This design comes from an exercise in tuning for small area on the open sky130 flow, not from production work.
Function was checked by simulation only, so behaviour that the tests miss may differ from the original.
No activity file was given, so power comes from the tool's default toggle rates. The clock port is modelled as an ideal driver; clocking choices that lean on that would not hold on a real chip.

==> flow/design.v <==
`timescale 1ns/1ps
module tlb_lookup_stage #(
    parameter int TLB_ENTRIES = 8,
    localparam int IDX_W = $clog2(TLB_ENTRIES)
) (
    input  logic             clk,
    input  logic             rst,
    input  logic             tlb_we,
    input  logic [IDX_W-1:0] tlb_idx,
    input  logic [41:0]      tlb_wentry,    
    input  logic [19:0]      lk_vpn,
    output logic             lk_found,
    output logic             lk_v,
    output logic             lk_d,
    output logic [19:0]      lk_pfn
);
    logic [TLB_ENTRIES-1:0][19:0] vpn_q;
    logic [TLB_ENTRIES-1:0]       v_q;
    logic [TLB_ENTRIES-1:0][19:0] pfn_q;
    logic [TLB_ENTRIES-1:0]       d_q;
    logic [TLB_ENTRIES-1:0] wsel;
    logic [20:0]            wkey;
    assign wkey = {tlb_wentry[41:22], tlb_wentry[1]} & {21{~rst}};
    always_comb begin
        for (int i = 0; i < TLB_ENTRIES; i++) wsel[i] = tlb_we && (tlb_idx == IDX_W'(i));
    end
    always_ff @(posedge clk) begin
        for (int i = 0; i < TLB_ENTRIES; i++) begin
            if (wsel[i] || rst) begin
                vpn_q[i] <= wkey[20:1];
                v_q[i]   <= wkey[0];
            end
            if (wsel[i]) begin
                pfn_q[i] <= tlb_wentry[21:2];
                d_q[i]   <= tlb_wentry[0];
            end
        end
    end
    logic [TLB_ENTRIES-1:0] match;
    logic [TLB_ENTRIES-1:0] sel;
    always_comb begin
        for (int i = 0; i < TLB_ENTRIES; i++) match[i] = (vpn_q[i] == lk_vpn);
    end
    always_comb begin
        for (int i = 0; i < TLB_ENTRIES; i++) begin
            sel[i] = match[i];
            for (int j = 0; j < i; j++) sel[i] = sel[i] & ~match[j];
        end
    end
    always_comb begin
        lk_found = |match;
        lk_v     = 1'b0;
        lk_d     = 1'b0;
        lk_pfn   = '0;
        for (int i = 0; i < TLB_ENTRIES; i++) begin
            lk_v   = lk_v   | (sel[i] & v_q[i]);
            lk_d   = lk_d   | (sel[i] & d_q[i]);
            lk_pfn = lk_pfn | ({20{sel[i]}} & pfn_q[i]);
        end
    end
endmodule
`timescale 1ns/1ps
module access_check_stage (
    input  logic [3:0]  op,
    input  logic [31:0] va,
    input  logic        found,
    input  logic        v,
    input  logic        d,
    input  logic [19:0] pfn,
    input  logic [3:0]  wstrb,
    output logic        exc,
    output logic [4:0]  tag,
    output logic [31:0] addr
);
    logic unmapped, store, misaligned, miss_inv, mod;
    logic [2:0] code;
    assign unmapped = (va[31:30] == 2'b10);
    assign store    = (op >= 4'd5) && (op <= 4'd9);
    always_comb begin
        case (op)
            4'd4, 4'd7:       misaligned = (va[1:0] != 2'b00);
            4'd2, 4'd3, 4'd6: misaligned = va[0];
            default:          misaligned = 1'b0;
        endcase
    end
    assign miss_inv = !unmapped && (!found || !v);
    assign mod      = !unmapped && store && !d;
    assign exc      = misaligned | miss_inv | mod;
    always_comb begin
        if (misaligned)    code = store ? 3'd5 : 3'd4;
        else if (miss_inv) code = store ? 3'd3 : 3'd2;
        else               code = 3'd1;
    end
    assign tag[4]   = unmapped & va[29];
    assign tag[3:0] = exc ? {!misaligned && !unmapped && !found, code} : wstrb;
    assign addr[11:0]  = va[11:0];
    assign addr[28:12] = (exc || unmapped) ? va[28:12] : pfn[16:0];
    assign addr[31:29] = exc ? va[31:29] : (unmapped ? 3'b000 : pfn[19:17]);
endmodule
`timescale 1ns/1ps
module store_lane_stage (
    input  logic [3:0]  op,
    input  logic [1:0]  off,
    input  logic [31:0] rt,
    input  logic        exc,
    output logic [3:0]  wstrb,
    output logic [31:0] wdata
);
    logic sb, sh, sw, swl, swr;
    logic o0, o1, o2, o3;
    logic swl0, swl1, swl2, swl3, swr0, swr1, swr2, swr3;
    logic ok;
    logic [7:0] b0, b1, b2, b3;
    assign sb  = (op == 4'd5);
    assign sh  = (op == 4'd6);
    assign sw  = (op == 4'd7);
    assign swl = (op == 4'd8);
    assign swr = (op == 4'd9);
    assign o0  = (off == 2'd0);
    assign o1  = (off == 2'd1);
    assign o2  = (off == 2'd2);
    assign o3  = (off == 2'd3);
    assign swl0 = swl & o0;
    assign swl1 = swl & o1;
    assign swl2 = swl & o2;
    assign swl3 = swl & o3;
    assign swr0 = swr & o0;
    assign swr1 = swr & o1;
    assign swr2 = swr & o2;
    assign swr3 = swr & o3;
    assign ok   = ~exc;
    assign {b3, b2, b1, b0} = rt;
    logic s00, s03, s02, s01;
    logic s11, s10, s13, s12;
    logic s22, s20, s23, s21;
    logic s33, s30, s31, s32;
    assign s03 = ok & swl0;
    assign s02 = ok & swl1;
    assign s01 = ok & swl2;
    assign s00 = ~(ok & (swl0 | swl1 | swl2 | swr1));
    assign s10 = ok & (sb | swr1 | swr3);
    assign s13 = ok & (swl0 | swl1);
    assign s12 = ok & swl2;
    assign s11 = ~(ok & (sb | swr1 | swr3 | swl0 | swl1 | swl2));
    assign s20 = ok & (sb | sh | swr2 | swr3);
    assign s23 = ok & (swl0 | swl2);
    assign s21 = ok & swr1;
    assign s22 = ~(ok & (sb | sh | swr2 | swr3 | swl0 | swl2 | swr1));
    assign s30 = ok & (sb | swr3);
    assign s31 = ok & (sh | swr2);
    assign s32 = ok & swr1;
    assign s33 = ~(ok & (sb | swr3 | sh | swr2 | swr1 | swl2));
    assign wdata[7:0]   = ({8{s00}} & b0) | ({8{s01}} & b1) | ({8{s02}} & b2) | ({8{s03}} & b3);
    assign wdata[15:8]  = ({8{s10}} & b0) | ({8{s11}} & b1) | ({8{s12}} & b2) | ({8{s13}} & b3);
    assign wdata[23:16] = ({8{s20}} & b0) | ({8{s21}} & b1) | ({8{s22}} & b2) | ({8{s23}} & b3);
    assign wdata[31:24] = ({8{s30}} & b0) | ({8{s31}} & b1) | ({8{s32}} & b2) | ({8{s33}} & b3);
    assign wstrb[0] = (sb & o0) | (sh & ~off[1]) | sw | swl | swr0;
    assign wstrb[1] = (sb & o1) | (sh & ~off[1]) | sw | (swl & ~o0) | (swr & ~off[1]);
    assign wstrb[2] = (sb & o2) | (sh & off[1]) | sw | swl2 | swl3 | (swr & ~o3);
    assign wstrb[3] = (sb & o3) | (sh & off[1]) | sw | swl3 | swr;
endmodule
`timescale 1ns/1ps
module mem_xlate_top
#(
    parameter int TLB_ENTRIES = 8,
    localparam int IDX_W = $clog2(TLB_ENTRIES)
) (
    input  logic             clk,
    input  logic             rst,
    input  logic             flush,
    input  logic             req_valid,
    input  logic [3:0]       req_op,         
    input  logic [31:0]      req_vaddr,
    input  logic [31:0]      req_rt_data,
    input  logic             tlb_we,
    input  logic [IDX_W-1:0] tlb_idx,
    input  logic [41:0]      tlb_wentry,     
    output logic             out_valid,
    output logic [31:0]      out_paddr,
    output logic             out_uncached,
    output logic [3:0]       out_wstrb,
    output logic [31:0]      out_wdata,
    output logic             out_exc,
    output logic [4:0]       out_exc_code,
    output logic             out_refill,
    output logic [31:0]      out_badvaddr
);
    logic        lk_found, lk_v, lk_d;
    logic [19:0] lk_pfn;
    logic [3:0]  ln_wstrb;
    logic [31:0] ln_wdata;
    logic        n_exc;
    logic [4:0]  n_tag;
    logic [31:0] n_addr;
    logic [31:0] n_wdata;
    tlb_lookup_stage #(
        .TLB_ENTRIES(TLB_ENTRIES)
    ) u_lookup (
        .clk        (clk),
        .rst        (rst),
        .tlb_we     (tlb_we),
        .tlb_idx    (tlb_idx),
        .tlb_wentry (tlb_wentry),
        .lk_vpn     (req_vaddr[31:12]),
        .lk_found   (lk_found),
        .lk_v       (lk_v),
        .lk_d       (lk_d),
        .lk_pfn     (lk_pfn)
    );
    store_lane_stage u_lane (
        .op    (req_op),
        .off   (req_vaddr[1:0]),
        .rt    (req_rt_data),
        .exc   (n_exc),
        .wstrb (ln_wstrb),
        .wdata (ln_wdata)
    );
    access_check_stage u_check (
        .op    (req_op),
        .va    (req_vaddr),
        .found (lk_found),
        .v     (lk_v),
        .d     (lk_d),
        .pfn   (lk_pfn),
        .wstrb (ln_wstrb),
        .exc   (n_exc),
        .tag   (n_tag),
        .addr  (n_addr)
    );
    assign n_wdata = ln_wdata;
    logic [2:0]       p_valid;
    logic [2:0]       p_exc;
    logic [2:0][4:0]  p_tag;
    logic [2:0][31:0] p_addr;
    logic [2:0][31:0] p_wdata;
    always_ff @(posedge clk) begin
        if (rst) p_valid <= '0;
        else     p_valid <= {p_valid[1:0], req_valid} & {3{~flush}};
    end
    always_ff @(posedge clk) begin
        p_exc   <= {p_exc[1:0], n_exc};
        p_tag   <= {p_tag[1:0], n_tag};
        p_addr  <= {p_addr[1:0], ~n_addr};    
        p_wdata <= {p_wdata[1:0], n_wdata};
    end
    logic p_nexc;
    always_ff @(posedge clk) p_nexc <= ~p_exc[1];
    logic e;
    assign e = p_exc[2];
    assign out_valid    = p_valid[2];
    assign out_exc      = e;
    assign out_paddr    = ~(p_addr[2] | {32{e}});
    assign out_badvaddr = ~(p_addr[2] | {32{p_nexc}});
    assign out_wdata    = p_wdata[2];
    assign out_uncached = p_tag[2][4];
    assign out_wstrb    = e ? 4'b0000 : p_tag[2][3:0];
    assign out_exc_code = e ? {2'b00, p_tag[2][2:0]} : 5'd0;
    assign out_refill   = e & p_tag[2][3];
endmodule
==> flow/config.mk <==
export PLATFORM = sky130hd
export DESIGN_NAME = mem_xlate_top
export DESIGN_NICKNAME = mem_xlate_top
export VERILOG_FILES = /design/flow/design.v
export SDC_FILE = /design/flow/constraint.sdc
export NUM_CORES = 4
export LEC_CHECK = 0
export CAP_MARGIN = 5
export CORE_MARGIN = 2
export CORE_UTILIZATION = 75
export SLEW_MARGIN = 5
==> flow/constraint.sdc <==
create_clock -name core_clock -period 5.5 [get_ports {clk}]
set_input_delay 1.1000 -clock core_clock [delete_from_list [all_inputs] [get_ports {clk}]]
set_output_delay 1.1000 -clock core_clock [all_outputs]
set_load 0.01 [all_outputs]
standard.sh (not shown) runs the stock make flow with config.mk's settings and CLKGATE_MAP_FILE= SYNTH_SCRIPT=/design/flow/synth_recipe.tcl, a recipe that flattens the netlist after the stock synthesis.
==> flow/flow/run.sh <==
#!/bin/bash
# Own layout flow: the standard ORFS flow (standard.sh) with these changes
#  - synthesis: synth_recipe.tcl unchanged, but ABC maps the logic with an
#    area-recovering script (flow/synth_area.tcl, flow/abc_area.script);
#  - floorplan: the synthesis buffers are removed and every cell is set to
#    its smallest drive (flow/downsize.tcl); repair steps size up as needed;
#  - port buffers are sky130_fd_sc_hd__buf_1;
#  - clock tree: larger sink clusters, no dummy loads (flow/knobs.sh).
# Each ORFS step keeps its own log under orfs/logs/; make's output goes to
# flow_make.log here.
set -euo pipefail
here=$(pwd)
source "$here/flow/knobs.sh"
bash standard.sh \
  "SYNTH_SCRIPT=$here/flow/synth_area.tcl" \
  "FLOW_SYNTH_TCL=$here/synth_recipe.tcl" \
  "BUFFER_PORTS_ARGS=-buffer_cell sky130_fd_sc_hd__buf_1" \
  "REMOVE_ABC_BUFFERS=1" \
  "POST_FLOORPLAN_TCL=$here/flow/downsize.tcl" \
  "CTS_ARGS=$CTS_ARGS" \
  "${EXTRA[@]}" \
  finish > flow_make.log 2>&1
==> flow/flow/knobs.sh <==
CTS_ARGS="-sink_clustering_enable -repair_clock_nets -dont_use_dummy_load -sink_clustering_size 30 -sink_clustering_max_diameter 100"
EXTRA=("POST_GLOBAL_PLACE_TCL=$here/flow/downsize.tcl")
Other scripts of this flow, unchanged in this note and not shown: flow/flow/abc_area.script, flow/flow/downsize.tcl, flow/flow/synth_area.tcl
Change:
==> flow/flow/knobs.sh (replaced) <==
CTS_ARGS="-sink_clustering_enable -repair_clock_nets -dont_use_dummy_load -sink_clustering_size 25 -sink_clustering_max_diameter 70 -buf_list {sky130_fd_sc_hd__clkbuf_8 sky130_fd_sc_hd__clkbuf_16}"
EXTRA=("POST_GLOBAL_PLACE_TCL=$here/flow/downsize.tcl")
- CAP_MARGIN: 5 -> 20
- SLEW_MARGIN: 5 -> 20
After rerunning: The new run completed with no timing, DRC or antenna violations; design area rose by 0.34%; power rose by 2.0%; wire length rose by 0.35%; global-route usage rose by 0.25 points.
Change:
==> flow/flow/knobs.sh (replaced) <==
CTS_ARGS="-sink_clustering_enable -repair_clock_nets -dont_use_dummy_load -sink_clustering_size 30 -sink_clustering_max_diameter 100"
EXTRA=("POST_GLOBAL_PLACE_TCL=$here/flow/downsize.tcl")
- CORE_UTILIZATION: 75 -> 65
Effect:
- clock-buffer cell count went down by 4
- power went down by 2.3%
- critical path depth went down by 1
- die area went up by about 15%
Change:
==> flow/flow/knobs.sh (replaced) <==
CTS_ARGS="-sink_clustering_enable -repair_clock_nets -dont_use_dummy_load -sink_clustering_size 35 -sink_clustering_max_diameter 90"
EXTRA=("POST_GLOBAL_PLACE_TCL=$here/flow/downsize.tcl")
- CORE_UTILIZATION: 65 -> 75
Total power goes down by 1.4%.
Critical path depth came out lower by 1.
Clock-buffer cell count fell by 3.
Via count rose by 2.0%.
Combinational power hardly moves.
Fmax grows by 0.96%.
Hold slack gains 11 ps.
Final cell count is lower by 3.6%.
Synthesized area is unchanged.
Clock power shrinks by about 6%.
Cell area fell by 0.96%.

afterwards: timing with drivers on the ports:
How much do the figures lean on ideal ports? The routed layouts below were timed once more, with nothing changed but the port constraints.
Step 1 (the two cells are an assumption about what drives the block):
set clk [get_ports {clk}]
set_driving_cell -lib_cell sky130_fd_sc_hd__clkbuf_16 $clk
set_driving_cell -lib_cell sky130_fd_sc_hd__buf_2 [delete_from_list [all_inputs] $clk]
Step 2 also shifts input and output timing later by t, the mid clock arrival at the registers, as if the neighbouring blocks saw the same clock.
Slacks: ideal ports / drivers / drivers and shift; pairs: ideal ports / drivers.
run	t, ns	setup slack, ns	worst hold slack (ns)	clock arrival spread, ns	slew at the worst register clock pin (ns)
the first run	0.581	0.217 / 0.243 / -0.338	0.332 / 0.332 / 0.332	0.065 / 0.066	0.12 / 0.12
the second run	0.593	0.255 / 0.281 / -0.311	0.317 / 0.317 / 0.317	0.037 / 0.037	0.09 / 0.09
the third run	0.595	0.289 / 0.317 / -0.278	0.295 / 0.295 / 0.295	0.053 / 0.052	0.11 / 0.11
the fourth run	0.589	0.339 / 0.368 / -0.222	0.307 / 0.307 / 0.307	0.029 / 0.029	0.12 / 0.12
With both steps, setup timing fails in every run listed, where it was met with ideal ports. The setup slack of the third run, which loses most, moves by +0.028 ns with the drivers and by -0.567 ns with both steps.
